Context: an optimization exercise on an open-source flow, tuned for small area and a short achievable clock period. The choices shown serve that exercise and are no tape-out recipe.
Only simulation tests tie the RTL to the original design; equivalence was not proved.
Power figures rest on the tool's default switching activity, not on a simulated workload.

--- design/flow/config.mk ---
export PLATFORM = sky130hd
export DESIGN_NAME = fp16_mac
export DESIGN_NICKNAME = fp16_mac
export VERILOG_FILES = /design/flow/design.v
export SDC_FILE = /design/flow/constraint.sdc
export NUM_CORES = 4
export LEC_CHECK = 0
export CAP_MARGIN = 0
export CORE_MARGIN = 2
export CORE_UTILIZATION = 40
export CTS_CLUSTER_DIAMETER = 60
export CTS_CLUSTER_SIZE = 35
export SETUP_SLACK_MARGIN = 2.8
export SLEW_MARGIN = 0
--- design/flow/constraint.sdc ---
create_clock -name core_clock -period 6.0 [get_ports {clk}]
set_input_delay 1.2000 -clock core_clock [delete_from_list [all_inputs] [get_ports {clk}]]
set_output_delay 1.2000 -clock core_clock [all_outputs]
set_load 0.01 [all_outputs]
--- design/flow/design.v ---
`timescale 1ns/1ps
module fp16_pipe #(
    parameter int W  = 1,
    parameter bit EN = 1'b1
) (
    input  logic         clk,
    input  logic [W-1:0] d,
    output logic [W-1:0] q
);
    if (EN) begin : g_reg
        always_ff @(posedge clk) q <= d;
    end else begin : g_wire
        assign q = d;
    end
endmodule
module fp16_vpipe #(
    parameter bit EN = 1'b1
) (
    input  logic clk,
    input  logic rst,
    input  logic d,
    output logic q
);
    if (EN) begin : g_reg
        always_ff @(posedge clk)
            if (rst) q <= 1'b0;
            else     q <= d;
    end else begin : g_wire
        assign q = d & ~rst;
    end
endmodule
module fp16_unpack (
    input  logic [15:0] w_i,
    output logic [10:0] sig_o,
    output logic [4:0]  exp_o
);
    logic n;
    always_comb begin
        n     = w_i[14:10] != 5'd0;
        sig_o = {n, w_i[9:0]};
        exp_o = n ? w_i[14:10] : {4'd0, w_i[9:0] != 10'd0};
    end
endmodule
`timescale 1ns/1ps
module fp16_mul_a (
    input  logic [10:0] a_i,
    input  logic [10:0] b_i,
    output logic [57:0] cs_o
);
    logic pp0_0;
    assign pp0_0 = a_i[0] & b_i[0];
    logic pp0_1;
    assign pp0_1 = a_i[0] & b_i[1];
    logic pp0_2;
    assign pp0_2 = a_i[0] & b_i[2];
    logic pp0_3;
    assign pp0_3 = a_i[0] & b_i[3];
    logic pp0_4;
    assign pp0_4 = a_i[0] & b_i[4];
    logic pp0_5;
    assign pp0_5 = a_i[0] & b_i[5];
    logic pp0_6;
    assign pp0_6 = a_i[0] & b_i[6];
    logic pp0_7;
    assign pp0_7 = a_i[0] & b_i[7];
    logic pp0_8;
    assign pp0_8 = a_i[0] & b_i[8];
    logic pp0_9;
    assign pp0_9 = a_i[0] & b_i[9];
    logic pp0_10;
    assign pp0_10 = a_i[0] & b_i[10];
    logic pp1_0;
    assign pp1_0 = a_i[1] & b_i[0];
    logic pp1_1;
    assign pp1_1 = a_i[1] & b_i[1];
    logic pp1_2;
    assign pp1_2 = a_i[1] & b_i[2];
    logic pp1_3;
    assign pp1_3 = a_i[1] & b_i[3];
    logic pp1_4;
    assign pp1_4 = a_i[1] & b_i[4];
    logic pp1_5;
    assign pp1_5 = a_i[1] & b_i[5];
    logic pp1_6;
    assign pp1_6 = a_i[1] & b_i[6];
    logic pp1_7;
    assign pp1_7 = a_i[1] & b_i[7];
    logic pp1_8;
    assign pp1_8 = a_i[1] & b_i[8];
    logic pp1_9;
    assign pp1_9 = a_i[1] & b_i[9];
    logic pp1_10;
    assign pp1_10 = a_i[1] & b_i[10];
    logic pp2_0;
    assign pp2_0 = a_i[2] & b_i[0];
    logic pp2_1;
    assign pp2_1 = a_i[2] & b_i[1];
    logic pp2_2;
    assign pp2_2 = a_i[2] & b_i[2];
    logic pp2_3;
    assign pp2_3 = a_i[2] & b_i[3];
    logic pp2_4;
    assign pp2_4 = a_i[2] & b_i[4];
    logic pp2_5;
    assign pp2_5 = a_i[2] & b_i[5];
    logic pp2_6;
    assign pp2_6 = a_i[2] & b_i[6];
    logic pp2_7;
    assign pp2_7 = a_i[2] & b_i[7];
    logic pp2_8;
    assign pp2_8 = a_i[2] & b_i[8];
    logic pp2_9;
    assign pp2_9 = a_i[2] & b_i[9];
    logic pp2_10;
    assign pp2_10 = a_i[2] & b_i[10];
    logic pp3_0;
    assign pp3_0 = a_i[3] & b_i[0];
    logic pp3_1;
    assign pp3_1 = a_i[3] & b_i[1];
    logic pp3_2;
    assign pp3_2 = a_i[3] & b_i[2];
    logic pp3_3;
    assign pp3_3 = a_i[3] & b_i[3];
    logic pp3_4;
    assign pp3_4 = a_i[3] & b_i[4];
    logic pp3_5;
    assign pp3_5 = a_i[3] & b_i[5];
    logic pp3_6;
    assign pp3_6 = a_i[3] & b_i[6];
    logic pp3_7;
    assign pp3_7 = a_i[3] & b_i[7];
    logic pp3_8;
    assign pp3_8 = a_i[3] & b_i[8];
    logic pp3_9;
    assign pp3_9 = a_i[3] & b_i[9];
    logic pp3_10;
    assign pp3_10 = a_i[3] & b_i[10];
    logic pp4_0;
    assign pp4_0 = a_i[4] & b_i[0];
    logic pp4_1;
    assign pp4_1 = a_i[4] & b_i[1];
    logic pp4_2;
    assign pp4_2 = a_i[4] & b_i[2];
    logic pp4_3;
    assign pp4_3 = a_i[4] & b_i[3];
    logic pp4_4;
    assign pp4_4 = a_i[4] & b_i[4];
    logic pp4_5;
    assign pp4_5 = a_i[4] & b_i[5];
    logic pp4_6;
    assign pp4_6 = a_i[4] & b_i[6];
    logic pp4_7;
    assign pp4_7 = a_i[4] & b_i[7];
    logic pp4_8;
    assign pp4_8 = a_i[4] & b_i[8];
    logic pp4_9;
    assign pp4_9 = a_i[4] & b_i[9];
    logic pp4_10;
    assign pp4_10 = a_i[4] & b_i[10];
    logic pp5_0;
    assign pp5_0 = a_i[5] & b_i[0];
    logic pp5_1;
    assign pp5_1 = a_i[5] & b_i[1];
    logic pp5_2;
    assign pp5_2 = a_i[5] & b_i[2];
    logic pp5_3;
    assign pp5_3 = a_i[5] & b_i[3];
    logic pp5_4;
    assign pp5_4 = a_i[5] & b_i[4];
    logic pp5_5;
    assign pp5_5 = a_i[5] & b_i[5];
    logic pp5_6;
    assign pp5_6 = a_i[5] & b_i[6];
    logic pp5_7;
    assign pp5_7 = a_i[5] & b_i[7];
    logic pp5_8;
    assign pp5_8 = a_i[5] & b_i[8];
    logic pp5_9;
    assign pp5_9 = a_i[5] & b_i[9];
    logic pp5_10;
    assign pp5_10 = a_i[5] & b_i[10];
    logic pp6_0;
    assign pp6_0 = a_i[6] & b_i[0];
    logic pp6_1;
    assign pp6_1 = a_i[6] & b_i[1];
    logic pp6_2;
    assign pp6_2 = a_i[6] & b_i[2];
    logic pp6_3;
    assign pp6_3 = a_i[6] & b_i[3];
    logic pp6_4;
    assign pp6_4 = a_i[6] & b_i[4];
    logic pp6_5;
    assign pp6_5 = a_i[6] & b_i[5];
    logic pp6_6;
    assign pp6_6 = a_i[6] & b_i[6];
    logic pp6_7;
    assign pp6_7 = a_i[6] & b_i[7];
    logic pp6_8;
    assign pp6_8 = a_i[6] & b_i[8];
    logic pp6_9;
    assign pp6_9 = a_i[6] & b_i[9];
    logic pp6_10;
    assign pp6_10 = a_i[6] & b_i[10];
    logic pp7_0;
    assign pp7_0 = a_i[7] & b_i[0];
    logic pp7_1;
    assign pp7_1 = a_i[7] & b_i[1];
    logic pp7_2;
    assign pp7_2 = a_i[7] & b_i[2];
    logic pp7_3;
    assign pp7_3 = a_i[7] & b_i[3];
    logic pp7_4;
    assign pp7_4 = a_i[7] & b_i[4];
    logic pp7_5;
    assign pp7_5 = a_i[7] & b_i[5];
    logic pp7_6;
    assign pp7_6 = a_i[7] & b_i[6];
    logic pp7_7;
    assign pp7_7 = a_i[7] & b_i[7];
    logic pp7_8;
    assign pp7_8 = a_i[7] & b_i[8];
    logic pp7_9;
    assign pp7_9 = a_i[7] & b_i[9];
    logic pp7_10;
    assign pp7_10 = a_i[7] & b_i[10];
    logic pp8_0;
    assign pp8_0 = a_i[8] & b_i[0];
    logic pp8_1;
    assign pp8_1 = a_i[8] & b_i[1];
    logic pp8_2;
    assign pp8_2 = a_i[8] & b_i[2];
    logic pp8_3;
    assign pp8_3 = a_i[8] & b_i[3];
    logic pp8_4;
    assign pp8_4 = a_i[8] & b_i[4];
    logic pp8_5;
    assign pp8_5 = a_i[8] & b_i[5];
    logic pp8_6;
    assign pp8_6 = a_i[8] & b_i[6];
    logic pp8_7;
    assign pp8_7 = a_i[8] & b_i[7];
    logic pp8_8;
    assign pp8_8 = a_i[8] & b_i[8];
    logic pp8_9;
    assign pp8_9 = a_i[8] & b_i[9];
    logic pp8_10;
    assign pp8_10 = a_i[8] & b_i[10];
    logic pp9_0;
    assign pp9_0 = a_i[9] & b_i[0];
    logic pp9_1;
    assign pp9_1 = a_i[9] & b_i[1];
    logic pp9_2;
    assign pp9_2 = a_i[9] & b_i[2];
    logic pp9_3;
    assign pp9_3 = a_i[9] & b_i[3];
    logic pp9_4;
    assign pp9_4 = a_i[9] & b_i[4];
    logic pp9_5;
    assign pp9_5 = a_i[9] & b_i[5];
    logic pp9_6;
    assign pp9_6 = a_i[9] & b_i[6];
    logic pp9_7;
    assign pp9_7 = a_i[9] & b_i[7];
    logic pp9_8;
    assign pp9_8 = a_i[9] & b_i[8];
    logic pp9_9;
    assign pp9_9 = a_i[9] & b_i[9];
    logic pp9_10;
    assign pp9_10 = a_i[9] & b_i[10];
    logic pp10_0;
    assign pp10_0 = a_i[10] & b_i[0];
    logic pp10_1;
    assign pp10_1 = a_i[10] & b_i[1];
    logic pp10_2;
    assign pp10_2 = a_i[10] & b_i[2];
    logic pp10_3;
    assign pp10_3 = a_i[10] & b_i[3];
    logic pp10_4;
    assign pp10_4 = a_i[10] & b_i[4];
    logic pp10_5;
    assign pp10_5 = a_i[10] & b_i[5];
    logic pp10_6;
    assign pp10_6 = a_i[10] & b_i[6];
    logic pp10_7;
    assign pp10_7 = a_i[10] & b_i[7];
    logic pp10_8;
    assign pp10_8 = a_i[10] & b_i[8];
    logic pp10_9;
    assign pp10_9 = a_i[10] & b_i[9];
    logic pp10_10;
    assign pp10_10 = a_i[10] & b_i[10];
    logic w1;
    logic w2;
    logic w3;
    logic w4;
    logic w5;
    logic w6;
    logic w7;
    logic w8;
    logic w9;
    logic w10;
    logic w11;
    logic w12;
    assign w1 = pp0_9 ^ pp1_8;
    assign w2 = pp0_9 & pp1_8;
    assign w3 = pp1_9 ^ pp2_8 ^ pp3_7;
    assign w4 = (pp1_9 & pp2_8) | (pp1_9 & pp3_7) | (pp2_8 & pp3_7);
    assign w5 = pp4_6 ^ pp5_5;
    assign w6 = pp4_6 & pp5_5;
    assign w7 = pp2_9 ^ pp3_8 ^ pp4_7;
    assign w8 = (pp2_9 & pp3_8) | (pp2_9 & pp4_7) | (pp3_8 & pp4_7);
    assign w9 = pp5_6 ^ pp6_5;
    assign w10 = pp5_6 & pp6_5;
    assign w11 = pp3_9 ^ pp4_8 ^ pp5_7;
    assign w12 = (pp3_9 & pp4_8) | (pp3_9 & pp5_7) | (pp4_8 & pp5_7);
    logic w13;
    logic w14;
    logic w15;
    logic w16;
    logic w17;
    logic w18;
    logic w19;
    logic w20;
    logic w21;
    logic w22;
    logic w23;
    logic w24;
    logic w25;
    logic w26;
    logic w27;
    logic w28;
    logic w29;
    logic w30;
    logic w31;
    logic w32;
    logic w33;
    logic w34;
    logic w35;
    logic w36;
    logic w37;
    logic w38;
    logic w39;
    logic w40;
    logic w41;
    logic w42;
    logic w43;
    logic w44;
    logic w45;
    logic w46;
    logic w47;
    logic w48;
    logic w49;
    logic w50;
    logic w51;
    logic w52;
    logic w53;
    logic w54;
    logic w55;
    logic w56;
    logic w57;
    logic w58;
    logic w59;
    logic w60;
    assign w13 = pp0_6 ^ pp1_5;
    assign w14 = pp0_6 & pp1_5;
    assign w15 = pp0_7 ^ pp1_6 ^ pp2_5;
    assign w16 = (pp0_7 & pp1_6) | (pp0_7 & pp2_5) | (pp1_6 & pp2_5);
    assign w17 = pp3_4 ^ pp4_3;
    assign w18 = pp3_4 & pp4_3;
    assign w19 = pp0_8 ^ pp1_7 ^ pp2_6;
    assign w20 = (pp0_8 & pp1_7) | (pp0_8 & pp2_6) | (pp1_7 & pp2_6);
    assign w21 = pp3_5 ^ pp4_4 ^ pp5_3;
    assign w22 = (pp3_5 & pp4_4) | (pp3_5 & pp5_3) | (pp4_4 & pp5_3);
    assign w23 = pp6_2 ^ pp7_1;
    assign w24 = pp6_2 & pp7_1;
    assign w25 = pp2_7 ^ pp3_6 ^ pp4_5;
    assign w26 = (pp2_7 & pp3_6) | (pp2_7 & pp4_5) | (pp3_6 & pp4_5);
    assign w27 = pp5_4 ^ pp6_3 ^ pp7_2;
    assign w28 = (pp5_4 & pp6_3) | (pp5_4 & pp7_2) | (pp6_3 & pp7_2);
    assign w29 = pp8_1 ^ pp9_0 ^ w1;
    assign w30 = (pp8_1 & pp9_0) | (pp8_1 & w1) | (pp9_0 & w1);
    assign w31 = pp6_4 ^ pp7_3 ^ pp8_2;
    assign w32 = (pp6_4 & pp7_3) | (pp6_4 & pp8_2) | (pp7_3 & pp8_2);
    assign w33 = pp9_1 ^ pp0_10 ^ pp10_0;
    assign w34 = (pp9_1 & pp0_10) | (pp9_1 & pp10_0) | (pp0_10 & pp10_0);
    assign w35 = w3 ^ w5 ^ w2;
    assign w36 = (w3 & w5) | (w3 & w2) | (w5 & w2);
    assign w37 = pp7_4 ^ pp8_3 ^ pp9_2;
    assign w38 = (pp7_4 & pp8_3) | (pp7_4 & pp9_2) | (pp8_3 & pp9_2);
    assign w39 = pp1_10 ^ pp10_1 ^ w7;
    assign w40 = (pp1_10 & pp10_1) | (pp1_10 & w7) | (pp10_1 & w7);
    assign w41 = w9 ^ w4 ^ w6;
    assign w42 = (w9 & w4) | (w9 & w6) | (w4 & w6);
    assign w43 = pp6_6 ^ pp7_5 ^ pp8_4;
    assign w44 = (pp6_6 & pp7_5) | (pp6_6 & pp8_4) | (pp7_5 & pp8_4);
    assign w45 = pp9_3 ^ pp2_10 ^ pp10_2;
    assign w46 = (pp9_3 & pp2_10) | (pp9_3 & pp10_2) | (pp2_10 & pp10_2);
    assign w47 = w11 ^ w8 ^ w10;
    assign w48 = (w11 & w8) | (w11 & w10) | (w8 & w10);
    assign w49 = pp4_9 ^ pp5_8 ^ pp6_7;
    assign w50 = (pp4_9 & pp5_8) | (pp4_9 & pp6_7) | (pp5_8 & pp6_7);
    assign w51 = pp7_6 ^ pp8_5 ^ pp9_4;
    assign w52 = (pp7_6 & pp8_5) | (pp7_6 & pp9_4) | (pp8_5 & pp9_4);
    assign w53 = pp3_10 ^ pp10_3 ^ w12;
    assign w54 = (pp3_10 & pp10_3) | (pp3_10 & w12) | (pp10_3 & w12);
    assign w55 = pp5_9 ^ pp6_8 ^ pp7_7;
    assign w56 = (pp5_9 & pp6_8) | (pp5_9 & pp7_7) | (pp6_8 & pp7_7);
    assign w57 = pp8_6 ^ pp9_5 ^ pp4_10;
    assign w58 = (pp8_6 & pp9_5) | (pp8_6 & pp4_10) | (pp9_5 & pp4_10);
    assign w59 = pp6_9 ^ pp7_8 ^ pp8_7;
    assign w60 = (pp6_9 & pp7_8) | (pp6_9 & pp8_7) | (pp7_8 & pp8_7);
    logic w61;
    logic w62;
    logic w63;
    logic w64;
    logic w65;
    logic w66;
    logic w67;
    logic w68;
    logic w69;
    logic w70;
    logic w71;
    logic w72;
    logic w73;
    logic w74;
    logic w75;
    logic w76;
    logic w77;
    logic w78;
    logic w79;
    logic w80;
    logic w81;
    logic w82;
    logic w83;
    logic w84;
    logic w85;
    logic w86;
    logic w87;
    logic w88;
    logic w89;
    logic w90;
    logic w91;
    logic w92;
    logic w93;
    logic w94;
    logic w95;
    logic w96;
    logic w97;
    logic w98;
    logic w99;
    logic w100;
    logic w101;
    logic w102;
    logic w103;
    logic w104;
    logic w105;
    logic w106;
    logic w107;
    logic w108;
    logic w109;
    logic w110;
    logic w111;
    logic w112;
    assign w61 = pp0_4 ^ pp1_3;
    assign w62 = pp0_4 & pp1_3;
    assign w63 = pp0_5 ^ pp1_4 ^ pp2_3;
    assign w64 = (pp0_5 & pp1_4) | (pp0_5 & pp2_3) | (pp1_4 & pp2_3);
    assign w65 = pp3_2 ^ pp4_1;
    assign w66 = pp3_2 & pp4_1;
    assign w67 = pp2_4 ^ pp3_3 ^ pp4_2;
    assign w68 = (pp2_4 & pp3_3) | (pp2_4 & pp4_2) | (pp3_3 & pp4_2);
    assign w69 = pp5_1 ^ pp6_0 ^ w13;
    assign w70 = (pp5_1 & pp6_0) | (pp5_1 & w13) | (pp6_0 & w13);
    assign w71 = pp5_2 ^ pp6_1 ^ pp7_0;
    assign w72 = (pp5_2 & pp6_1) | (pp5_2 & pp7_0) | (pp6_1 & pp7_0);
    assign w73 = w15 ^ w17 ^ w14;
    assign w74 = (w15 & w17) | (w15 & w14) | (w17 & w14);
    assign w75 = pp8_0 ^ w19 ^ w21;
    assign w76 = (pp8_0 & w19) | (pp8_0 & w21) | (w19 & w21);
    assign w77 = w23 ^ w16 ^ w18;
    assign w78 = (w23 & w16) | (w23 & w18) | (w16 & w18);
    assign w79 = w25 ^ w27 ^ w29;
    assign w80 = (w25 & w27) | (w25 & w29) | (w27 & w29);
    assign w81 = w20 ^ w22 ^ w24;
    assign w82 = (w20 & w22) | (w20 & w24) | (w22 & w24);
    assign w83 = w31 ^ w33 ^ w35;
    assign w84 = (w31 & w33) | (w31 & w35) | (w33 & w35);
    assign w85 = w26 ^ w28 ^ w30;
    assign w86 = (w26 & w28) | (w26 & w30) | (w28 & w30);
    assign w87 = w37 ^ w39 ^ w41;
    assign w88 = (w37 & w39) | (w37 & w41) | (w39 & w41);
    assign w89 = w32 ^ w34 ^ w36;
    assign w90 = (w32 & w34) | (w32 & w36) | (w34 & w36);
    assign w91 = w43 ^ w45 ^ w47;
    assign w92 = (w43 & w45) | (w43 & w47) | (w45 & w47);
    assign w93 = w38 ^ w40 ^ w42;
    assign w94 = (w38 & w40) | (w38 & w42) | (w40 & w42);
    assign w95 = w49 ^ w51 ^ w53;
    assign w96 = (w49 & w51) | (w49 & w53) | (w51 & w53);
    assign w97 = w44 ^ w46 ^ w48;
    assign w98 = (w44 & w46) | (w44 & w48) | (w46 & w48);
    assign w99 = pp10_4 ^ w55 ^ w57;
    assign w100 = (pp10_4 & w55) | (pp10_4 & w57) | (w55 & w57);
    assign w101 = w50 ^ w52 ^ w54;
    assign w102 = (w50 & w52) | (w50 & w54) | (w52 & w54);
    assign w103 = pp9_6 ^ pp5_10 ^ pp10_5;
    assign w104 = (pp9_6 & pp5_10) | (pp9_6 & pp10_5) | (pp5_10 & pp10_5);
    assign w105 = w59 ^ w56 ^ w58;
    assign w106 = (w59 & w56) | (w59 & w58) | (w56 & w58);
    assign w107 = pp7_9 ^ pp8_8 ^ pp9_7;
    assign w108 = (pp7_9 & pp8_8) | (pp7_9 & pp9_7) | (pp8_8 & pp9_7);
    assign w109 = pp6_10 ^ pp10_6 ^ w60;
    assign w110 = (pp6_10 & pp10_6) | (pp6_10 & w60) | (pp10_6 & w60);
    assign w111 = pp8_9 ^ pp9_8 ^ pp7_10;
    assign w112 = (pp8_9 & pp9_8) | (pp8_9 & pp7_10) | (pp9_8 & pp7_10);
    logic w113;
    logic w114;
    logic w115;
    logic w116;
    logic w117;
    logic w118;
    logic w119;
    logic w120;
    logic w121;
    logic w122;
    logic w123;
    logic w124;
    logic w125;
    logic w126;
    logic w127;
    logic w128;
    logic w129;
    logic w130;
    logic w131;
    logic w132;
    logic w133;
    logic w134;
    logic w135;
    logic w136;
    logic w137;
    logic w138;
    logic w139;
    logic w140;
    logic w141;
    logic w142;
    logic w143;
    logic w144;
    assign w113 = pp0_3 ^ pp1_2;
    assign w114 = pp0_3 & pp1_2;
    assign w115 = pp2_2 ^ pp3_1 ^ pp4_0;
    assign w116 = (pp2_2 & pp3_1) | (pp2_2 & pp4_0) | (pp3_1 & pp4_0);
    assign w117 = pp5_0 ^ w63 ^ w65;
    assign w118 = (pp5_0 & w63) | (pp5_0 & w65) | (w63 & w65);
    assign w119 = w67 ^ w69 ^ w64;
    assign w120 = (w67 & w69) | (w67 & w64) | (w69 & w64);
    assign w121 = w71 ^ w73 ^ w68;
    assign w122 = (w71 & w73) | (w71 & w68) | (w73 & w68);
    assign w123 = w75 ^ w77 ^ w72;
    assign w124 = (w75 & w77) | (w75 & w72) | (w77 & w72);
    assign w125 = w79 ^ w81 ^ w76;
    assign w126 = (w79 & w81) | (w79 & w76) | (w81 & w76);
    assign w127 = w83 ^ w85 ^ w80;
    assign w128 = (w83 & w85) | (w83 & w80) | (w85 & w80);
    assign w129 = w87 ^ w89 ^ w84;
    assign w130 = (w87 & w89) | (w87 & w84) | (w89 & w84);
    assign w131 = w91 ^ w93 ^ w88;
    assign w132 = (w91 & w93) | (w91 & w88) | (w93 & w88);
    assign w133 = w95 ^ w97 ^ w92;
    assign w134 = (w95 & w97) | (w95 & w92) | (w97 & w92);
    assign w135 = w99 ^ w101 ^ w96;
    assign w136 = (w99 & w101) | (w99 & w96) | (w101 & w96);
    assign w137 = w103 ^ w105 ^ w100;
    assign w138 = (w103 & w105) | (w103 & w100) | (w105 & w100);
    assign w139 = w107 ^ w109 ^ w104;
    assign w140 = (w107 & w109) | (w107 & w104) | (w109 & w104);
    assign w141 = pp10_7 ^ w111 ^ w108;
    assign w142 = (pp10_7 & w111) | (pp10_7 & w108) | (w111 & w108);
    assign w143 = pp9_9 ^ pp8_10 ^ pp10_8;
    assign w144 = (pp9_9 & pp8_10) | (pp9_9 & pp10_8) | (pp8_10 & pp10_8);
    assign cs_o = {pp10_10, w144, pp10_9, pp9_10, w143, w142, w112, w141, w140, w110, w139, w138, w106, w137, w136, w102, w135, w134, w98, w133, w132, w94, w131, w130, w90, w129, w128, w86, w127, w126, w82, w125, w124, w78, w123, w122, w74, w121, w120, w70, w119, w118, w66, w117, w116, w62, w115, w114, w61, w113, pp3_0, pp2_1, pp2_0, pp1_1, pp0_2, pp1_0, pp0_1, pp0_0};
endmodule
module fp16_mul_b (
    input  logic [57:0] cs_i,
    output logic [21:0] row0_o,
    output logic [21:0] row1_o
);
    logic pp0_0;
    assign pp0_0 = cs_i[0];
    logic pp0_1;
    assign pp0_1 = cs_i[1];
    logic pp1_0;
    assign pp1_0 = cs_i[2];
    logic pp0_2;
    assign pp0_2 = cs_i[3];
    logic pp1_1;
    assign pp1_1 = cs_i[4];
    logic pp2_0;
    assign pp2_0 = cs_i[5];
    logic pp2_1;
    assign pp2_1 = cs_i[6];
    logic pp3_0;
    assign pp3_0 = cs_i[7];
    logic w113;
    assign w113 = cs_i[8];
    logic w61;
    assign w61 = cs_i[9];
    logic w114;
    assign w114 = cs_i[10];
    logic w115;
    assign w115 = cs_i[11];
    logic w62;
    assign w62 = cs_i[12];
    logic w116;
    assign w116 = cs_i[13];
    logic w117;
    assign w117 = cs_i[14];
    logic w66;
    assign w66 = cs_i[15];
    logic w118;
    assign w118 = cs_i[16];
    logic w119;
    assign w119 = cs_i[17];
    logic w70;
    assign w70 = cs_i[18];
    logic w120;
    assign w120 = cs_i[19];
    logic w121;
    assign w121 = cs_i[20];
    logic w74;
    assign w74 = cs_i[21];
    logic w122;
    assign w122 = cs_i[22];
    logic w123;
    assign w123 = cs_i[23];
    logic w78;
    assign w78 = cs_i[24];
    logic w124;
    assign w124 = cs_i[25];
    logic w125;
    assign w125 = cs_i[26];
    logic w82;
    assign w82 = cs_i[27];
    logic w126;
    assign w126 = cs_i[28];
    logic w127;
    assign w127 = cs_i[29];
    logic w86;
    assign w86 = cs_i[30];
    logic w128;
    assign w128 = cs_i[31];
    logic w129;
    assign w129 = cs_i[32];
    logic w90;
    assign w90 = cs_i[33];
    logic w130;
    assign w130 = cs_i[34];
    logic w131;
    assign w131 = cs_i[35];
    logic w94;
    assign w94 = cs_i[36];
    logic w132;
    assign w132 = cs_i[37];
    logic w133;
    assign w133 = cs_i[38];
    logic w98;
    assign w98 = cs_i[39];
    logic w134;
    assign w134 = cs_i[40];
    logic w135;
    assign w135 = cs_i[41];
    logic w102;
    assign w102 = cs_i[42];
    logic w136;
    assign w136 = cs_i[43];
    logic w137;
    assign w137 = cs_i[44];
    logic w106;
    assign w106 = cs_i[45];
    logic w138;
    assign w138 = cs_i[46];
    logic w139;
    assign w139 = cs_i[47];
    logic w110;
    assign w110 = cs_i[48];
    logic w140;
    assign w140 = cs_i[49];
    logic w141;
    assign w141 = cs_i[50];
    logic w112;
    assign w112 = cs_i[51];
    logic w142;
    assign w142 = cs_i[52];
    logic w143;
    assign w143 = cs_i[53];
    logic pp9_10;
    assign pp9_10 = cs_i[54];
    logic pp10_9;
    assign pp10_9 = cs_i[55];
    logic w144;
    assign w144 = cs_i[56];
    logic pp10_10;
    assign pp10_10 = cs_i[57];
    logic w145;
    logic w146;
    logic w147;
    logic w148;
    logic w149;
    logic w150;
    logic w151;
    logic w152;
    logic w153;
    logic w154;
    logic w155;
    logic w156;
    logic w157;
    logic w158;
    logic w159;
    logic w160;
    logic w161;
    logic w162;
    logic w163;
    logic w164;
    logic w165;
    logic w166;
    logic w167;
    logic w168;
    logic w169;
    logic w170;
    logic w171;
    logic w172;
    logic w173;
    logic w174;
    logic w175;
    logic w176;
    logic w177;
    logic w178;
    logic w179;
    logic w180;
    assign w145 = pp0_2 ^ pp1_1;
    assign w146 = pp0_2 & pp1_1;
    assign w147 = pp2_1 ^ pp3_0 ^ w113;
    assign w148 = (pp2_1 & pp3_0) | (pp2_1 & w113) | (pp3_0 & w113);
    assign w149 = w61 ^ w115 ^ w114;
    assign w150 = (w61 & w115) | (w61 & w114) | (w115 & w114);
    assign w151 = w62 ^ w117 ^ w116;
    assign w152 = (w62 & w117) | (w62 & w116) | (w117 & w116);
    assign w153 = w66 ^ w119 ^ w118;
    assign w154 = (w66 & w119) | (w66 & w118) | (w119 & w118);
    assign w155 = w70 ^ w121 ^ w120;
    assign w156 = (w70 & w121) | (w70 & w120) | (w121 & w120);
    assign w157 = w74 ^ w123 ^ w122;
    assign w158 = (w74 & w123) | (w74 & w122) | (w123 & w122);
    assign w159 = w78 ^ w125 ^ w124;
    assign w160 = (w78 & w125) | (w78 & w124) | (w125 & w124);
    assign w161 = w82 ^ w127 ^ w126;
    assign w162 = (w82 & w127) | (w82 & w126) | (w127 & w126);
    assign w163 = w86 ^ w129 ^ w128;
    assign w164 = (w86 & w129) | (w86 & w128) | (w129 & w128);
    assign w165 = w90 ^ w131 ^ w130;
    assign w166 = (w90 & w131) | (w90 & w130) | (w131 & w130);
    assign w167 = w94 ^ w133 ^ w132;
    assign w168 = (w94 & w133) | (w94 & w132) | (w133 & w132);
    assign w169 = w98 ^ w135 ^ w134;
    assign w170 = (w98 & w135) | (w98 & w134) | (w135 & w134);
    assign w171 = w102 ^ w137 ^ w136;
    assign w172 = (w102 & w137) | (w102 & w136) | (w137 & w136);
    assign w173 = w106 ^ w139 ^ w138;
    assign w174 = (w106 & w139) | (w106 & w138) | (w139 & w138);
    assign w175 = w110 ^ w141 ^ w140;
    assign w176 = (w110 & w141) | (w110 & w140) | (w141 & w140);
    assign w177 = w112 ^ w143 ^ w142;
    assign w178 = (w112 & w143) | (w112 & w142) | (w143 & w142);
    assign w179 = pp9_10 ^ pp10_9 ^ w144;
    assign w180 = (pp9_10 & pp10_9) | (pp9_10 & w144) | (pp10_9 & w144);
    assign row0_o = {1'b0, pp10_10, w179, w177, w175, w173, w171, w169, w167, w165, w163, w161, w159, w157, w155, w153, w151, w149, w147, pp2_0, pp0_1, pp0_0};
    assign row1_o = {1'b0, w180, w178, w176, w174, w172, w170, w168, w166, w164, w162, w160, w158, w156, w154, w152, w150, w148, w146, w145, pp1_0, 1'b0};
endmodule
module fp16_mul_cpa (
    input  logic [21:0] row0_i,
    input  logic [21:0] row1_i,
    output logic [21:0] prod_o
);
    assign prod_o = row0_i + row1_i;
endmodule
`timescale 1ns/1ps
module fp16_expo1 (
    input  logic [4:0]  k_exp_i,
    input  logic [4:0]  x_exp_i,
    input  logic [15:0] b_i,
    output logic [10:0] b_sig_o,
    output logic [4:0]  b_exp_o,
    output logic [5:0]  es_o         
);
    logic b_n;
    always_comb begin
        b_n     = b_i[14:10] != 5'd0;
        b_exp_o = b_n ? b_i[14:10] : 5'd1;
        b_sig_o = {b_n, b_i[9:0]};
        es_o    = {1'b0, k_exp_i} + {1'b0, x_exp_i};
    end
endmodule
module fp16_expo2 (
    input  logic [4:0] b_exp_i,
    input  logic [5:0] es_i,
    input  logic       p_sign_i,
    input  logic       b_sign_i,
    output logic       p_wins_o,
    output logic [4:0] shift_o,      
    output logic       drop_o,       
    output logic       edge_o,       
    output logic [5:0] exp_o,        
    output logic       sign_o,
    output logic       sub_o
);
    logic [5:0] t, pe;
    logic [6:0] d, nd;      
    always_comb begin
        t        = {1'b0, b_exp_i} + 6'd15;
        d        = {1'b0, es_i} - {1'b0, t};
        nd       = {1'b0, t} - {1'b0, es_i};
        pe       = es_i - 6'd15;           
        p_wins_o = nd[6];
        if (p_wins_o) begin
            shift_o = d[4:0];
            drop_o  = d[5:0] > 6'd21;
            edge_o  = d[5:0] == 6'd21;    
            exp_o   = pe;
            sign_o  = p_sign_i;
        end else begin
            shift_o = nd[4:0];
            drop_o  = nd[5:0] > 6'd22;
            edge_o  = nd[5:0] == 6'd22;   
            exp_o   = {1'b0, b_exp_i};
            sign_o  = b_sign_i;
        end
        sub_o = p_sign_i ^ b_sign_i;
    end
endmodule
module fp16_align (
    input  logic [21:0] prod_i,
    input  logic [10:0] b_sig_i,
    input  logic        p_wins_i,
    input  logic [4:0]  shift_i,
    input  logic        drop_i,
    input  logic        edge_i,
    input  logic        sub_i,
    output logic [21:0] hi_o,
    output logic [32:0] lo_o
);
    logic        p_top, drop;
    logic [21:0] p, bb, lo_in;
    logic [32:0] lo;
    always_comb begin
        p_top = prod_i[21];
        p     = {prod_i[21:1], prod_i[0] & ~p_top};
        bb    = {1'b0, b_sig_i, 10'd0};
        drop  = drop_i | (edge_i & (p_top ~^ p_wins_i));
        hi_o  = p_wins_i ? p : bb;
        lo_in = p_wins_i ? bb : p;
        lo    = drop ? 33'd0 : {lo_in, 11'd0} >> shift_i;
        lo_o  = sub_i ? ~lo : lo;
    end
endmodule
module fp16_cadd #(
    parameter int W = 34
) (
    input  logic [W-1:0] a_i,
    input  logic [W-1:0] b_i,
    output logic [W:0]   s0_o,      
    output logic [W:0]   s1_o       
);
    localparam int L = $clog2(W);
    logic [W-1:0] g [L+1];
    logic [W-1:0] p [L+1];
    logic [W-1:0] hp;
    assign g[0]  = a_i & b_i;
    assign p[0]  = a_i | b_i;
    assign hp    = a_i ^ b_i;
    for (genvar l = 0; l < L; l++) begin : g_lvl
        for (genvar i = 0; i < W; i++) begin : g_bit
            if ((i >> l) & 1) begin : g_op
                localparam int J = ((i >> l) << l) - 1;
                assign g[l+1][i] = g[l][i] | (p[l][i] & g[l][J]);
                assign p[l+1][i] = p[l][i] & p[l][J];
            end else begin : g_pass
                assign g[l+1][i] = g[l][i];
                assign p[l+1][i] = p[l][i];
            end
        end
    end
    logic [W:0] c0, c1;
    assign c0 = {g[L], 1'b0};
    assign c1 = {g[L] | p[L], 1'b1};
    assign s0_o = {c0[W], hp ^ c0[W-1:0]};
    assign s1_o = {c1[W], hp ^ c1[W-1:0]};
endmodule
module fp16_add (
    input  logic [21:0] hi_i,
    input  logic [32:0] lo_i,
    input  logic        sub_i,
    output logic [33:0] mag_o,
    output logic        neg_o
);
    logic [34:0] t0, t1;
    fp16_cadd #(34) cadd_i (
        .a_i({1'b0, hi_i, 11'd0}), .b_i({sub_i, lo_i}), .s0_o(t0), .s1_o(t1)
    );
    always_comb begin
        neg_o = sub_i & ~t0[34];
        if (!sub_i)
            mag_o = t0[33:0];
        else if (t0[34])
            mag_o = t1[33:0];
        else
            mag_o = ~t0[33:0];
    end
endmodule
`timescale 1ns/1ps
module fp16_lzc (
    input  logic [33:0] v_i,
    output logic [5:0]  n_o
);
    logic [63:0] z [7];
    logic [5:0]  c [7][64];
    always_comb begin
        for (int i = 0; i < 64; i++) begin
            z[0][i] = (i < 34) ? ~v_i[33 - i] : 1'b1;
            c[0][i] = '0;
        end
        for (int l = 1; l <= 6; l++) begin
            for (int i = 0; i < 64; i++) begin
                z[l][i] = 1'b0;
                c[l][i] = '0;
            end
            for (int i = 0; i < (64 >> l); i++) begin
                z[l][i] = z[l-1][2*i] & z[l-1][2*i+1];
                if (z[l-1][2*i])
                    c[l][i] = c[l-1][2*i+1] | 6'(1 << (l - 1));
                else
                    c[l][i] = c[l-1][2*i];
            end
        end
        n_o = c[6][0];
    end
endmodule
module fp16_mark (
    input  logic [5:0] exp_i,
    output logic [3:0] hi_o,
    output logic [7:0] lo_o
);
    logic [5:0] j;
    always_comb begin
        j    = 6'd32 - exp_i;
        hi_o = (exp_i <= 6'd32) ? 4'(4'd1 << j[4:3]) : 4'd0;
        lo_o = 8'(8'd1 << j[2:0]);
    end
endmodule
module fp16_normalize (
    input  logic [33:0] mag_i,
    input  logic [3:0]  mark_hi_i,
    input  logic [7:0]  mark_lo_i,
    output logic [14:0] top_o,      
    output logic [5:0]  shift_o     
);
    logic [33:0] m, n;
    fp16_lzc lzc_i (.v_i(m), .n_o(shift_o));
    always_comb begin
        for (int i = 0; i < 34; i++)
            m[i] = mag_i[i] | (i < 32 && mark_hi_i[i / 8] && mark_lo_i[i % 8]);
        n     = mag_i << {shift_o[5:2], 2'b00};
        top_o = n[33:19];
    end
endmodule
module fp16_fine (
    input  logic [14:0] top_i,
    input  logic [1:0]  shift_i,
    output logic [10:0] sig_o,
    output logic        rnd_o
);
    logic [14:0] n;
    always_comb begin
        n     = top_i << shift_i;
        sig_o = n[14:4];
        rnd_o = n[3];
    end
endmodule
module fp16_round (
    input  logic        sign_i,
    input  logic [10:0] sig_i,
    input  logic        rnd_i,
    input  logic [5:0]  e2_i,
    input  logic [5:0]  shift_i,
    output logic [15:0] result_o
);
    logic        inc;
    logic [5:0]  e0, e1, e;
    logic [9:0]  frac;
    logic        sat, zero;
    always_comb begin
        inc  = rnd_i & (&sig_i[9:0]);           
        e0   = e2_i - shift_i;
        e1   = e2_i - shift_i + 6'd1;
        e    = sig_i[10] ? (inc ? e1 : e0) : {5'd0, inc};
        frac = sig_i[9:0] + 10'(rnd_i);
        sat  = e > 6'd30;
        zero = ~sig_i[10] & (sig_i[9:0] == 10'd0) & ~rnd_i;
        if (sat)
            result_o = {sign_i, 15'h7BFF};
        else if (zero)
            result_o = 16'd0;
        else
            result_o = {sign_i, e[4:0], frac};
    end
endmodule
`timescale 1ns/1ps
module fp16_mac (
    input  logic                        clk,
    input  logic                        rst,
    input  logic                        in_valid_i,
    input  logic [2-1:0]           tag_i,
    input  logic [16-1:0]          k_i,
    input  logic [16-1:0]          x_i,
    input  logic [16-1:0]          b_i,
    output logic                        out_valid_o,
    output logic [2-1:0]           tag_o,
    output logic [16-1:0]          result_o
);
    localparam int CSW = 58;       
    logic [10:0] u_k_sig, u_x_sig;
    logic [4:0]  u_k_exp, u_x_exp;
    logic [CSW-1:0] m_cs, c1_cs;
    logic [10:0] e_b_sig, c1_b_sig;
    logic [4:0]  e_b_exp, c1_b_exp;
    logic [5:0]  e_es, c1_es;
    logic        c1_p_sign, c1_b_sign;
    logic [1:0]  c1_tag;
    logic        c1_valid;
    fp16_unpack unpack_k (.w_i(k_i), .sig_o(u_k_sig), .exp_o(u_k_exp));
    fp16_unpack unpack_x (.w_i(x_i), .sig_o(u_x_sig), .exp_o(u_x_exp));
    fp16_mul_a mul_a_i (.a_i(u_k_sig), .b_i(u_x_sig), .cs_o(m_cs));
    fp16_expo1 expo1_i (
        .k_exp_i(u_k_exp), .x_exp_i(u_x_exp), .b_i(b_i),
        .b_sig_o(e_b_sig), .b_exp_o(e_b_exp), .es_o(e_es)
    );
    fp16_vpipe #(1'b1) c1_v (.clk, .rst, .d(in_valid_i), .q(c1_valid));
    fp16_pipe #(CSW + 26, 1'b1) c1 (.clk,
        .d({m_cs, e_b_sig, e_b_exp, e_es, k_i[15] ^ x_i[15], b_i[15], tag_i}),
        .q({c1_cs, c1_b_sig, c1_b_exp, c1_es, c1_p_sign, c1_b_sign, c1_tag}));
    logic [21:0] m_row0, m_row1, m_prod, c2_prod;
    logic        x_p_wins, x_drop, x_edge, x_sign, x_sub;
    logic [4:0]  x_shift;
    logic [5:0]  x_exp;
    logic [10:0] c2_b_sig;
    logic        c2_p_wins, c2_drop, c2_edge, c2_sign, c2_sub;
    logic [4:0]  c2_shift;
    logic [5:0]  c2_exp;
    logic [1:0]  c2_tag;
    logic        c2_valid;
    fp16_mul_b mul_b_i (.cs_i(c1_cs), .row0_o(m_row0), .row1_o(m_row1));
    fp16_mul_cpa mul_cpa_i (.row0_i(m_row0), .row1_i(m_row1), .prod_o(m_prod));
    fp16_expo2 expo2_i (
        .b_exp_i(c1_b_exp), .es_i(c1_es), .p_sign_i(c1_p_sign), .b_sign_i(c1_b_sign),
        .p_wins_o(x_p_wins), .shift_o(x_shift), .drop_o(x_drop), .edge_o(x_edge),
        .exp_o(x_exp), .sign_o(x_sign), .sub_o(x_sub)
    );
    fp16_vpipe #(1'b1) c2_v (.clk, .rst, .d(c1_valid), .q(c2_valid));
    fp16_pipe #(51, 1'b1) c2 (.clk,
        .d({m_prod, c1_b_sig, x_p_wins, x_shift, x_drop, x_edge, x_exp, x_sign, x_sub, c1_tag}),
        .q({c2_prod, c2_b_sig, c2_p_wins, c2_shift, c2_drop, c2_edge, c2_exp, c2_sign, c2_sub, c2_tag}));
    logic [21:0] a_hi, c3_hi;
    logic [32:0] a_lo, c3_lo;
    logic [5:0]  c3_exp;
    logic        c3_sign, c3_sub;
    logic [1:0]  c3_tag;
    logic        c3_valid;
    fp16_align align_i (
        .prod_i(c2_prod), .b_sig_i(c2_b_sig), .p_wins_i(c2_p_wins), .shift_i(c2_shift),
        .drop_i(c2_drop), .edge_i(c2_edge), .sub_i(c2_sub), .hi_o(a_hi), .lo_o(a_lo)
    );
    fp16_vpipe #(1'b1) c3_v (.clk, .rst, .d(c2_valid), .q(c3_valid));
    fp16_pipe #(65, 1'b1) c3 (.clk,
        .d({a_hi, a_lo, c2_exp, c2_sign, c2_sub, c2_tag}),
        .q({c3_hi, c3_lo, c3_exp, c3_sign, c3_sub, c3_tag}));
    logic [33:0] d_mag, c4_mag;
    logic        d_neg;
    logic [5:0]  c4_e2;
    logic [3:0]  k_mark_hi, c4_mark_hi;
    logic [7:0]  k_mark_lo, c4_mark_lo;
    logic        c4_sign;
    logic [1:0]  c4_tag;
    logic        c4_valid;
    fp16_add add_i (.hi_i(c3_hi), .lo_i(c3_lo), .sub_i(c3_sub), .mag_o(d_mag), .neg_o(d_neg));
    fp16_vpipe #(1'b1) c4_v (.clk, .rst, .d(c3_valid), .q(c4_valid));
    fp16_mark mark_i (.exp_i(c3_exp), .hi_o(k_mark_hi), .lo_o(k_mark_lo));
    fp16_pipe #(55, 1'b1) c4 (.clk,
        .d({d_mag, c3_exp + 6'd2, k_mark_hi, k_mark_lo, c3_sign ^ d_neg, c3_tag}),
        .q({c4_mag, c4_e2, c4_mark_hi, c4_mark_lo, c4_sign, c4_tag}));
    logic [14:0] n_top, c5_top;
    logic        c5_sign;
    logic [5:0]  n_shift, c5_shift, c5_e2;
    logic [1:0]  c5_tag;
    logic        c5_valid;
    fp16_normalize normalize_i (.mag_i(c4_mag), .mark_hi_i(c4_mark_hi), .mark_lo_i(c4_mark_lo), .top_o(n_top), .shift_o(n_shift));
    fp16_vpipe #(1'b1) c5_v (.clk, .rst, .d(c4_valid), .q(c5_valid));
    fp16_pipe #(30, 1'b1) c5 (.clk,
        .d({n_top, n_shift, c4_e2, c4_sign, c4_tag}),
        .q({c5_top, c5_shift, c5_e2, c5_sign, c5_tag}));
    logic [15:0] r_result;
    logic [10:0] f_sig;
    logic        f_rnd;
    fp16_fine fine_i (.top_i(c5_top), .shift_i(c5_shift[1:0]), .sig_o(f_sig), .rnd_o(f_rnd));
    fp16_round round_i (.sign_i(c5_sign), .sig_i(f_sig), .rnd_i(f_rnd), .e2_i(c5_e2), .shift_i(c5_shift), .result_o(r_result));
    always_ff @(posedge clk) begin
        if (rst) begin
            out_valid_o <= 1'b0;
            tag_o       <= '0;
            result_o    <= '0;
        end else begin
            out_valid_o <= c5_valid;
            if (c5_valid) begin
                tag_o    <= c5_tag;
                result_o <= r_result;
            end
        end
    end
endmodule
--- design/flow/run.sh ---
#!/bin/bash
# synth_recipe.tcl (not shown) runs the flow's synth.tcl, then flattens the netlist and writes it again
# the make line also repeats each setting of config.mk as NAME=value (left out here)
make -C /OpenROAD-flow-scripts/flow DESIGN_CONFIG=/design/flow/config.mk WORK_HOME=/design/flow/orfs CLKGATE_MAP_FILE= SYNTH_SCRIPT=/design/flow/synth_recipe.tcl finish
==> run_results.csv, run 1 <==
group,metric,value,unit
setup_path,rrSetupSlack,2.81,ns
sta,holdWs,0.304,ns
setup_path,crit_path_cell_trace,"inv_1 > ha_1 > or4_4 > or2_2 > a311o_1 > nand2_1 > a21o_1 > inv_1 > fa_1 > a2111oi_2",
yosys,synth-seq-cells,309,
setup_path,start_kind,"flip-flop",
power_and_ir_drop,powerDensity,533,nW/um^2
grt,grt_overflow,0,
sta,tns,0,ns
clock_tree,h-tree-depth,1,
yosys,syn_area,17900,um^2
sta,finalHoldViolCount,0,
place,dp_hpwl,34.9,mm
sta,fin_crit_sh,0.531,
yosys,ys_warn_count,24,
final_layout,fillCellCount,4318,
sta,finClkSkew,0.0302,ns
routing,ant_nets,0,
routing,drcViolationCount,0,
floorplanning,die_w,215,um
final_layout,drive_gt1_frac,0.0930,
final_layout,multiInputGateArea,10800,um^2
routing,vias,13500,
sta,slew_viol_final,0,
clock_tree,clk_latency,0.58,ns
grt,grt_max_degree,46,
floorplanning,die_h,215,um
setup_path,crit_path_frequent_cell,"inv_1",
yosys,yosysMostFrequentCell,"dfxtp_1",
floorplanning,die-area,46300,um^2
setup_path,crit_fanout,5,
clock_tree,clock-sinks,309,
min_path,hold_depth,0,
power_and_ir_drop,ir_drop,0.250,mV
place,io_buffer_count,71,
clock_tree,clk_path_buf_depth,3,
routing,detail_route.wl_per_cell,17.2,um
grt,grt_pass1_vias,13700,
setup_path,worstPathRequired,6.47,ns
yosys,async_flop_share,0,
setup_path,crit_path_end_kind,"flip-flop",
clock_tree,cts_inserted_buffers,27,
min_path,hp-start,"c2.q[7]",
setup_path,reg2regPathDepth,10,
final_layout,stdcell_area,20200,um^2
yosys,ys.flop_type,"dfxtp_1",
place,routabilityCongestion,0.966,
sta,setup_violations,0,
yosys,avgSynthCellArea,9.18,um^2
final_layout,regArea,6190,um^2
min_path,hold_end,"c3.q[7]",
final_layout,synthToLayoutAreaGrowth,13.2,%
yosys,synthDistinctLibCells,79,
sta,rsz0062_at_grt,"yes",
yosys,synth-edff-count,0,
min_path,hold_class,"flip-flop to flip-flop",
yosys,yosysSeqAreaShare,0.346,
floorplanning,ios,72,
clock_tree,clk_pin_slew_worst_paths,0.08,ns
setup_path,r2r_end,"c4.q[53]",
sta,fin_crit,3.19,ns
yosys,synth_cells,1945,
sta,fmax,0.314,GHz
clock_tree,cts_hold_buf,0,
final_layout,final_cells,2582,
yosys,ys_top_cells_by_area,"dfxtp_1 35%, fa_1 9.9%, ha_1 7.5%",
floorplanning,initial_utilization,0.405,
place,placed_area,19000,um^2
grt,gr-usage-all-layers,0.194,
setup_path,cpMaxStageDelayCell,"or4_4",
outcome,status,"timing/DRC/antenna clean",
setup_path,arrival,3.65,ns
sta,max_slew_margin,0.371,
setup_path,timing.rr.start,"c3.q[57]",
yosys,syn_nets,2193,
yosys,yosys.area.top_type,"dfxtp_1",
floorplanning,fp.coreArea,44100,um^2
clock_tree,cts_tree,"yes",
run,max_cap_violations,0,
yosys,ys_top_cells_by_count,"309 x dfxtp_1, 175 x nand2_1, 174 x inv_1",
routing,dr.pass1.iters,5,
power_and_ir_drop,leakage,8.76,nW
setup_path,max_stage_delay,0.52,ns
sta,worstMarginPinSlew,0.944,ns
routing,vias_per_cell,5.21,
setup_path,crit_type,"flip-flop to flip-flop",
power_and_ir_drop,design_power_total,10.8,mW
final_layout,final_nets,2217,
routing,wl,44.5,mm
yosys,synth.top_cell.area_share,0.346,
grt,grt_pass1_wl,72.6,mm
place,place_inst,2524,
grt,antenna_found_initial,0,
floorplanning,rows,77,
clock_tree,cts_root_buffer,"clkbuf_16",
routing,drt_iter0_drc,822,
final_layout,antenna_cells,0,
[sequential cells by signal, indices dropped and copies added (netlist names), 2 cells and up]
name / cells
c3.q: 65
c5.q: 30
tag_o: 2
c2.q: 51
c1.q: 84
result_o: 16
c4.q: 55
[repair_timing]
item                                    4_1_cts  5_1_grt
gates resized for setup                      80       34
pin swaps                                     7       13
setup buffers                                 5        3
hold endpoints to repair                      0        0
endpoints found under the setup margin       61       59
[logic make-up (layout without fill, tap and decap cells)]
kind of cell | count (synthesis) | after routing | synth area share
simple gates | 590 | 590 | 0.161
buf+inv | 268 | 313 | 0.0577
compound gates | 365 | 365 | 0.135
xor+xnor | 120 | 120 | 0.0589
mux | 98 | 98 | 0.0675
fa+ha+maj | 195 | 195 | 0.174
flops | 309 | 309 | 0.346
[critical path: cells and delay by family, from the launching register on]
| family | cells | cell delay (ns) |
|---|---|---|
| compound gates | 3 | 0.87 |
| flops | 1 | 0.37 |
| simple gates | 3 | 0.95 |
| buf+inv | 2 | 0.13 |
| fa+ha+maj | 2 | 0.77 |
[worst max-delay path by stage]
| stage | startpoint | to | slack (ns) | cells after the start |
|---|---|---|---|---|
| floorplan | x_i[8] | c1.q[58] | 2.44 | 8 |
| global placement | x_i[9] | c1.q[58] | 1.74 | 8 |
| detailed placement | x_i[9] | c1.q[58] | 1.67 | 8 |
| CTS | c1.q[37] | c2.q[47] | 2.80 | 10 |
| global route | c3.q[57] | c4.q[53] | 2.66 | 10 |
| finish | c3.q[57] | c4.q[53] | 2.81 | 10 |
[per-stage QoR]
step | setup slack [ns] | util
after floorplan | 2.44 | -
after global routing | 2.66 | 0.458
final | 2.81 | 0.458
after global placement | 1.74 | 0.431
after detailed placement | 1.67 | 0.431
after CTS | 2.80 | 0.456
[cell type report]
type | count | share of cell area
inverters | 177 | 0.0332
repair buffers | 86 | 0.0387
multi-input cells | 1368 | 0.536
clock inverters | 22 | 0.0154
well taps | 592 | 0.0367
flip-flops and latches | 309 | 0.307
clock buffers | 28 | 0.0336
[placed cells by master (no fill, tap or decap), types with 12 or more instances in the layout]
master,n
mux2_2,26
nand4_1,12
clkbuf_16,27
inv_1,173
clkdlybuf4s50_1,44
a211oi_1,26
nor3_1,36
dfxtp_1,306
nor2b_1,20
mux2i_1,55
and2_1,85
a21o_1,23
xnor2_1,60
nand2b_1,13
o21ai_0,98
a21oi_1,78
mux4_2,15
nor2_1,132
ha_1,106
fa_1,84
a31oi_1,15
nand3_1,40
nor4_1,13
buf_4,13
nand2_1,171
xor2_1,57
[report_power, final]
group | total (mW) | switching [mW] | internal, mW
Clock | 1.88 | 0.924 | 0.952
Sequential | 3.53 | 0.771 | 2.76
Combinational | 5.37 | 3.06 | 2.32
Total | 10.8 | 4.75 | 6.03
[layer usage]
metal	share of wire	up-vias	track usage
met3	0.039	98	0.0229
met1	0.41	6361	0.227
met4	0.051	0	0.0924
met5	0	-	0
met2	0.50	356	0.351
li1	-	6636	-
==> run 2: changes to the inputs <==
==> design/flow/config.mk (replaced) <==
export PLATFORM = sky130hd
export DESIGN_NAME = fp16_mac
export DESIGN_NICKNAME = fp16_mac
export VERILOG_FILES = /design/flow/design.v
export SDC_FILE = /design/flow/constraint.sdc
export NUM_CORES = 4
export LEC_CHECK = 0
export CAP_MARGIN = 20
export CORE_MARGIN = 2
export CORE_UTILIZATION = 40
export CTS_CLUSTER_DIAMETER = 70
export CTS_CLUSTER_SIZE = 40
export SETUP_SLACK_MARGIN = 2.7
export SLEW_MARGIN = 20
==> run 2 against run 1 <==
  * Routed wire length rose by 2.9%
  * Largest power group unchanged
  * Sequential share of layout area rose by 0.35 points
  * Design area fell by 1.1%
  * Clock skew rose by 0.0028 ns
  * Critical endpoint is now c1.q[58]
  * Critical path depth fell by 2
  * Die area did not move
  * Fmax fell by 1.9%
  * Highest routed layer unchanged
  * Hold slack improved by 0.030 ns
  * Global-route usage rose by 0.42 points
  * Combinational power fell by 0.9%
  * Sequential cell count did not move
  * Sequential power barely moved
  * Still clean
==> run_results.csv, run 2 <==
group,metric,value,unit
power_and_ir_drop,clkPwrFrac,0.157,
grt,grt_pass1_wl,73.7,mm
setup_path,cpMaxStageDelayCell,"fa_1",
yosys,yosysSeqAreaShare,0.346,
sta,rsz0062_at_grt,"yes",
yosys,avgSynthCellArea,9.18,um^2
final_layout,post-route-util,0.453,
yosys,syn_area,17900,um^2
setup_path,worstPathRequired,6.42,ns
clock_tree,h-tree-depth,1,
place,routabilityCongestion,0.899,
power_and_ir_drop,power_frac_seq,0.336,
final_layout,antenna_cells,0,
clock_tree,clk_pin_slew_worst_paths,0.10,ns
floorplanning,rows,77,
sta,max_slew_margin,0.350,
final_layout,largest_reg_flops,84,
routing,vias_per_cell,5.24,
setup_path,crit_path_end,"c1.q[58]",
final_layout,synthToLayoutAreaGrowth,12.0,%
setup_path,rrSetupSlack,2.83,ns
min_path,hold_class,"flip-flop to flip-flop",
setup_path,setup.worst_path.start,"x_i[5]",
setup_path,crit_path_end_kind,"flip-flop",
routing,drcViolationCount,0,
power_and_ir_drop,share_comb_of_total_power,0.507,
setup_path,timing.rr.start,"c3.q[56]",
setup_path,start_kind,"input pin",
final_layout,final_cell_mix,"303 x dfxtp_1, 174 x inv_1, 171 x nand2_1",
grt,grt_max_degree,46,
sta,fin_crit_sh,0.542,
yosys,yosysMostFrequentCell,"dfxtp_1",
power_and_ir_drop,ir_drop,0.236,mV
sta,worstMarginPinSlew,0.976,ns
clock_tree,cts_inserted_buffers,21,
final_layout,fillCellCount,4370,
floorplanning,die-area,46300,um^2
yosys,synth.top_cell.area_share,0.346,
yosys,synth-seq-cells,309,
sta,tns,0,ns
outcome,status,"timing/DRC/antenna clean",
setup_path,crit_path_cell_trace,"dlygate4sd2_1 > and2_1 > ha_1 > inv_1 > fa_1 > inv_1 > fa_1 > fa_1",
clock_tree,clock-sinks,309,
place,dp_hpwl,35.9,mm
routing,ant_nets,0,
power_and_ir_drop,powerDensity,525,nW/um^2
setup_path,crit_path_frequent_cell,"fa_1",
grt,grt_pass1_vias,13800,
place,io_buffer_count,71,
final_layout,top_register,"c1.q",
yosys,synth_cells,1945,
floorplanning,initial_utilization,0.405,
clock_tree,cts_tree,"yes",
final_layout,final_nets,2209,
sta,slew_viol_final,0,
routing,detail_route.wl_per_cell,17.8,um
yosys,ys_top_cells_by_area,"dfxtp_1 35%, fa_1 9.9%, ha_1 7.5%",
final_layout,top_regs,"c1.q x84, c3.q x65, c4.q x55",
floorplanning,fp.coreArea,44100,um^2
sta,fin_crit,3.25,ns
grt,antenna_found_initial,0,
yosys,ys_warn_count,24,
final_layout,layout_commonest_cell,"dfxtp_1",
setup_path,arrival,3.67,ns
clock_tree,cts_hold_buf,0,
clock_tree,clk_path_buf_depth,3,
power_and_ir_drop,intPower,5.77,mW
yosys,ys.flop_type,"dfxtp_1",
setup_path,r2r_end,"c4.q[53]",
power_and_ir_drop,power.share.switching,0.451,
grt,grt_overflow,0,
grt,gr-usage-all-layers,0.198,
setup_path,crit_type,"input pin to flip-flop",
yosys,ys_top_cells_by_count,"309 x dfxtp_1, 175 x nand2_1, 174 x inv_1",
floorplanning,ios,72,
yosys,syn_nets,2193,
run,max_cap_violations,0,
clock_tree,cts_root_buffer,"clkbuf_16",
sta,fmax,0.308,GHz
setup_path,reg2regPathDepth,10,
routing,wl,45.8,mm
sta,setup_violations,0,
yosys,yosys.area.top_type,"dfxtp_1",
setup_path,max_stage_delay,0.53,ns
routing,dr.pass1.iters,5,
sta,finClkSkew,0.0330,ns
setup_path,cp.depth,8,
final_layout,drive_gt1_frac,0.0815,
yosys,async_flop_share,0,
yosys,synthDistinctLibCells,79,
setup_path,cp_top_family,"adder cells",
setup_path,critPathBufInv,3,
routing,drt_iter0_drc,718,
power_and_ir_drop,p_sw,4.74,mW
floorplanning,die_h,215,um
setup_path,crit_fanout,12,
floorplanning,die_w,215,um
routing,vias,13500,
yosys,synth-edff-count,0,
sta,finalHoldViolCount,0,
power_and_ir_drop,leakage,8.70,nW
clock_tree,clk_latency,0.56,ns
==> run 2: per-stage QoR <==
step | total power [mW] | std cells | hold slack, ns | setup slack (ns) | cell area, um^2
after floorplan | 7.24 | 1945 | 0.310 | 2.44 | 18000
after global placement | 8.71 | 2525 | 0.310 | 1.77 | 19000
after detailed placement | 8.78 | 2525 | 0.312 | 1.73 | 19000
after CTS | 10.5 | 2565 | 0.337 | 2.70 | 19900
after global routing | 11.3 | 2567 | 0.341 | 2.62 | 20000
final | 10.5 | 2567 | 0.334 | 2.75 | 20000
==> run 2: power groups by stage <==
stage | Clock [mW] | Sequential (mW) | Combinational (mW)
floorplan | 0 | 3.13 | 4.11
global placement | 0 | 3.56 | 5.14
detailed placement | 0 | 3.57 | 5.21
CTS | 1.70 | 3.52 | 5.28
global route | 1.78 | 3.61 | 5.93
finish | 1.65 | 3.53 | 5.32
==> run 2: final cells by class <==
type | instances | area [um^2] | share of cell area
inverter | 177 | 666 | 0.0333
clock inverter | 16 | 303 | 0.0151
timing repair buffer | 84 | 781 | 0.0390
multi-input combinational | 1368 | 10800 | 0.539
clock buffer | 21 | 526 | 0.0263
sequential | 309 | 6200 | 0.310
tap | 592 | 741 | 0.0370
==> run 2: kinds of logic after synthesis <==
family,Yosys count,share of synthesized area
AND/OR/NAND/NOR,590,0.161
adder cells (fa/ha/maj),195,0.174
buffers and inverters,268,0.0577
AO/OA/AOI/OAI,365,0.135
flip-flops,309,0.346
multiplexers,98,0.0675
XOR/XNOR,120,0.0589
==> run 2: worst min-delay path by stage <==
stage             start        to  cells after the start
3_5_place_dp    c2.q[1]   c3.q[1]                      0
5_1_grt        c1.q[16]  c2.q[19]                      0
6_report       c1.q[26]  c2.q[29]                      0
4_1_cts         c2.q[4]   c3.q[4]                      0
3_3_place_gp    c4.q[1]   c5.q[1]                      0
2_1_floorplan   c1.q[0]   c2.q[0]                      0
==> run 2: timing repair <==
action / in CTS / in global routing
buffers inserted: 3 / 2
pin swaps: 3 / 7
endpoints found under the setup margin: 44 / 39
gates resized for setup: 47 / 50
==> run 2: routing by layer <==
layer | up-vias | routed length, um | global-route usage
met5 | - | 0 | 0
met3 | 69 | 1660 | 0.0205
met1 | 6476 | 19000 | 0.237
li1 | 6609 | - | -
met4 | 0 | 1050 | 0.0533
met2 | 298 | 24000 | 0.374
==> run 3: changes to the inputs <==
--- a/design/flow/config.mk
+++ b/design/flow/config.mk
@@ -10,5 +10,5 @@
 export CORE_UTILIZATION = 40
 export CTS_CLUSTER_DIAMETER = 70
 export CTS_CLUSTER_SIZE = 40
-export SETUP_SLACK_MARGIN = 2.7
+export SETUP_SLACK_MARGIN = 2.9
 export SLEW_MARGIN = 20
==> run 3 against run 2 <==
  * Hold slack got worse by 0.0073 ns
  * Routed wire length is 1.4% lower
  * Critical path depth unchanged
  * Sequential cell count did not move
  * Total power is 3.8% higher
  * First-iteration DRC count rose by 6.4%
  * Clock power increased by 2%
  * Die area did not move
  * Worst setup slack improved by 0.14 ns
  * Core utilization up 0.91 points
  * Highest routed layer unchanged
==> run_results.csv, run 3 <==
group,metric,value,unit
outcome,status,"timing/DRC/antenna clean",
yosys,synthDistinctLibCells,79,
routing,wl,45.1,mm
power_and_ir_drop,powerDensity,534,nW/um^2
min_path,hold_class,"flip-flop to flip-flop",
clock_tree,h-tree-depth,1,
sta,max_slew_margin,0.406,
sta,fin_crit_sh,0.519,
routing,detail_route.wl_per_cell,17.4,um
sta,fmax,0.321,GHz
yosys,ys_top_cells_by_count,"309 x dfxtp_1, 175 x nand2_1, 174 x inv_1",
floorplanning,die-area,46300,um^2
place,place_ws,1.72,ns
setup_path,start_kind,"input pin",
final_layout,layout_commonest_cell,"dfxtp_1",
yosys,yosys.area.top_type,"dfxtp_1",
grt,grt_overflow,0,
grt,grt_pass1_wl,72.3,mm
clock_tree,clk_pin_slew_worst_paths,0.09,ns
floorplanning,initial_utilization,0.405,
sta,finClkSkew,0.0215,ns
setup_path,cpMaxStageDelayCell,"fa_1",
routing,drcViolationCount,0,
sta,tns,0,ns
yosys,yosysSeqAreaShare,0.346,
final_layout,fillCellCount,4322,
clock_tree,clk_path_buf_depth,3,
run,max_cap_violations,0,
sta,fin_crit,3.11,ns
setup_path,crit_path_cell_trace,"buf_6 > and2_4 > fa_1 > inv_1 > fa_1 > inv_1 > fa_1 > fa_1",
final_layout,antenna_cells,0,
floorplanning,ios,72,
sta,finalHoldViolCount,0,
yosys,synth.top_cell.area_share,0.346,
routing,vias,13600,
clock_tree,clock-sinks,309,
final_layout,final_nets,2230,
min_path,hold_depth,0,
clock_tree,clk_latency,0.56,ns
place,io_buffer_count,71,
yosys,ys_warn_count,24,
yosys,avgSynthCellArea,9.18,um^2
routing,dr.pass1.iters,5,
final_layout,top_regs,"c1.q x84, c3.q x65, c4.q x55",
setup_path,arrival,3.55,ns
power_and_ir_drop,leakage,8.78,nW
yosys,async_flop_share,0,
final_layout,synthToLayoutAreaGrowth,14.2,%
final_layout,drive_gt1_frac,0.113,
yosys,syn_area,17900,um^2
yosys,synth_cells,1945,
clock_tree,cts_tree,"yes",
grt,grt_pass1_vias,13700,
setup_path,worstPathRequired,6.44,ns
final_layout,final_cell_mix,"301 x dfxtp_1, 171 x nand2_1, 170 x inv_1",
yosys,synth-edff-count,0,
final_layout,top_register,"c1.q",
routing,drt_iter0_drc,764,
floorplanning,die_w,215,um
yosys,synth-seq-cells,309,
setup_path,crit_type,"input pin to flip-flop",
routing,ant_nets,0,
floorplanning,fp.coreArea,44100,um^2
place,routabilityCongestion,0.965,
setup_path,crit_fanout,12,
yosys,syn_nets,2193,
routing,vias_per_cell,5.24,
clock_tree,cts_inserted_buffers,24,
setup_path,reg2regPathDepth,10,
floorplanning,die_h,215,um
final_layout,largest_reg_flops,84,
yosys,ys_top_cells_by_area,"dfxtp_1 35%, fa_1 9.9%, ha_1 7.5%",
floorplanning,rows,77,
clock_tree,cts_root_buffer,"clkbuf_16",
sta,rsz0062_at_grt,"yes",
place,dp_hpwl,35.0,mm
setup_path,crit_path_end_kind,"flip-flop",
grt,antenna_found_initial,0,
sta,setup_violations,0,
power_and_ir_drop,ir_drop,0.276,mV
sta,worstMarginPinSlew,0.891,ns
sta,slew_viol_final,0,
yosys,yosysMostFrequentCell,"dfxtp_1",
setup_path,max_stage_delay,0.53,ns
grt,grt_max_degree,46,
grt,gr-usage-all-layers,0.192,
sta,timing.final.ws_setup,2.89,ns
yosys,ys.flop_type,"dfxtp_1",
setup_path,crit_path_frequent_cell,"fa_1",
[run 3: cell types whose count changed in the layout (fill, tap and decap cells not counted), sizes merged]
cell,previous run,this run
clkbuf,24,31
dlymetal6s2s,10,2
nand2,175,176
dlygate4sd2,7,10
buf,19,40
clkinvlp,1,4
clkinv,9,5
clkdlybuf4s15,1,2
inv,183,186
clkdlybuf4s50,44,41
[run 3: logic make-up (layout without fill, tap and decap cells)]
kind of cell	Yosys count	in the layout	synth area share
mux	98	98	0.0675
compound gates	365	365	0.135
flops	309	309	0.346
xor+xnor	120	120	0.0589
simple gates	590	591	0.161
fa+ha+maj	195	195	0.174
buf+inv	268	321	0.0577
[run 3: worst paths after layout]
check                           slack, ns        to     start
worst max register to register       2.91  c2.q[47]  c1.q[35]
worst min register to register       0.33   c3.q[4]   c2.q[4]
worst min-delay path                 0.33   c3.q[4]   c2.q[4]
worst max-delay path                 2.89  c1.q[58]    k_i[3]
[run 3: layout make-up]
cell class / count / area (um^2) / area share
clock buffers: 26 / 639 / 0.0313
clock inverters: 17 / 205 / 0.0101
inverters: 177 / 671 / 0.0329
multi-input cells: 1369 / 11000 / 0.540
flip-flops and latches: 309 / 6200 / 0.304
well taps: 592 / 741 / 0.0363
repair buffers: 100 / 913 / 0.0448
repair inverters: 1 / 5.00 / 0.000245
[run 3: where the power goes]
part	switching, mW	leakage [nW]	total, mW	internal [mW]
sequential	0.729	2.59	3.49	2.76
clock	0.862	0.405	1.69	0.831
combinational	3.23	5.78	5.72	2.49
total	4.82	8.78	10.9	6.08
[run 3: repair_timing]
| item | 4_1_cts | 5_1_grt |
|---|---|---|
| pin swaps | 17 | 28 |
| cloned | 1 | 1 |
| buffers inserted | 8 | 12 |
| hold buffers | 0 | 0 |
| setup endpoints to repair | 69 | 56 |
| gates resized for setup | 108 | 84 |
[run 3: per-layer routing]
layer / up-vias / global-route usage / routed length [um]
li1: 6652 / - / -
met1: 6459 / 0.221 / 18300
met2: 336 / 0.354 / 22900
met3: 122 / 0.0219 / 1620
met4: 0 / 0.0894 / 2280
met5: - / 0 / 0
[run 3: critical path, delay by kind of cell]
family | cells | cell delay [ns]
buf+inv | 3 | 0.22
fa+ha+maj | 4 | 1.97
simple gates | 1 | 0.16
[run 3: through the flow]
step                      std cells  hold slack [ns]   util  instance area (um^2)  power, mW
after floorplan                1945            0.310      -                 18000       7.24
after global placement         2526            0.313  0.432                 19100       8.71
after detailed placement       2526            0.312  0.432                 19100       8.79
after CTS                      2578            0.329  0.455                 20100       10.7
after global routing           2591            0.337  0.462                 20400       11.7
final                          2591            0.327  0.462                 20400       10.9

## static timing again, ports no longer ideal
Ports are ideal in the flow. The routed layouts listed here were re-timed in OpenROAD. Step 1, drivers: a clkbuf_16 drives clk and a buf_2 each remaining input, both assumed. Step 2, shift: input delay + t, output delay - t, t = (earliest + latest rising clock arrival at the registers) / 2. This alone moves slack from input paths to output paths. Three values: ideal ports, drivers, drivers and shift; two values: the first two.
| run | shift t [ns] | slack for setup (ns) | latest minus earliest clock arrival (ns) | worst register clock-pin slew, ns | cell pins on the clock port's net |
|---|---|---|---|---|---|
| run 1 | 0.617 | 2.812 / 2.812 / 2.286 | 0.033 / 0.033 | 0.08 / 0.08 | 1 |
| run 2 | 0.592 | 2.750 / 2.783 / 2.191 | 0.037 / 0.036 | 0.11 / 0.11 | 1 |
| run 3 | 0.601 | 2.887 / 2.905 / 2.304 | 0.022 / 0.022 | 0.09 / 0.09 | 1 |
After both steps every run listed still meets setup and hold. The setup slack of run 3, which loses most, moves by +0.018 ns with the drivers and by -0.583 ns with both steps.
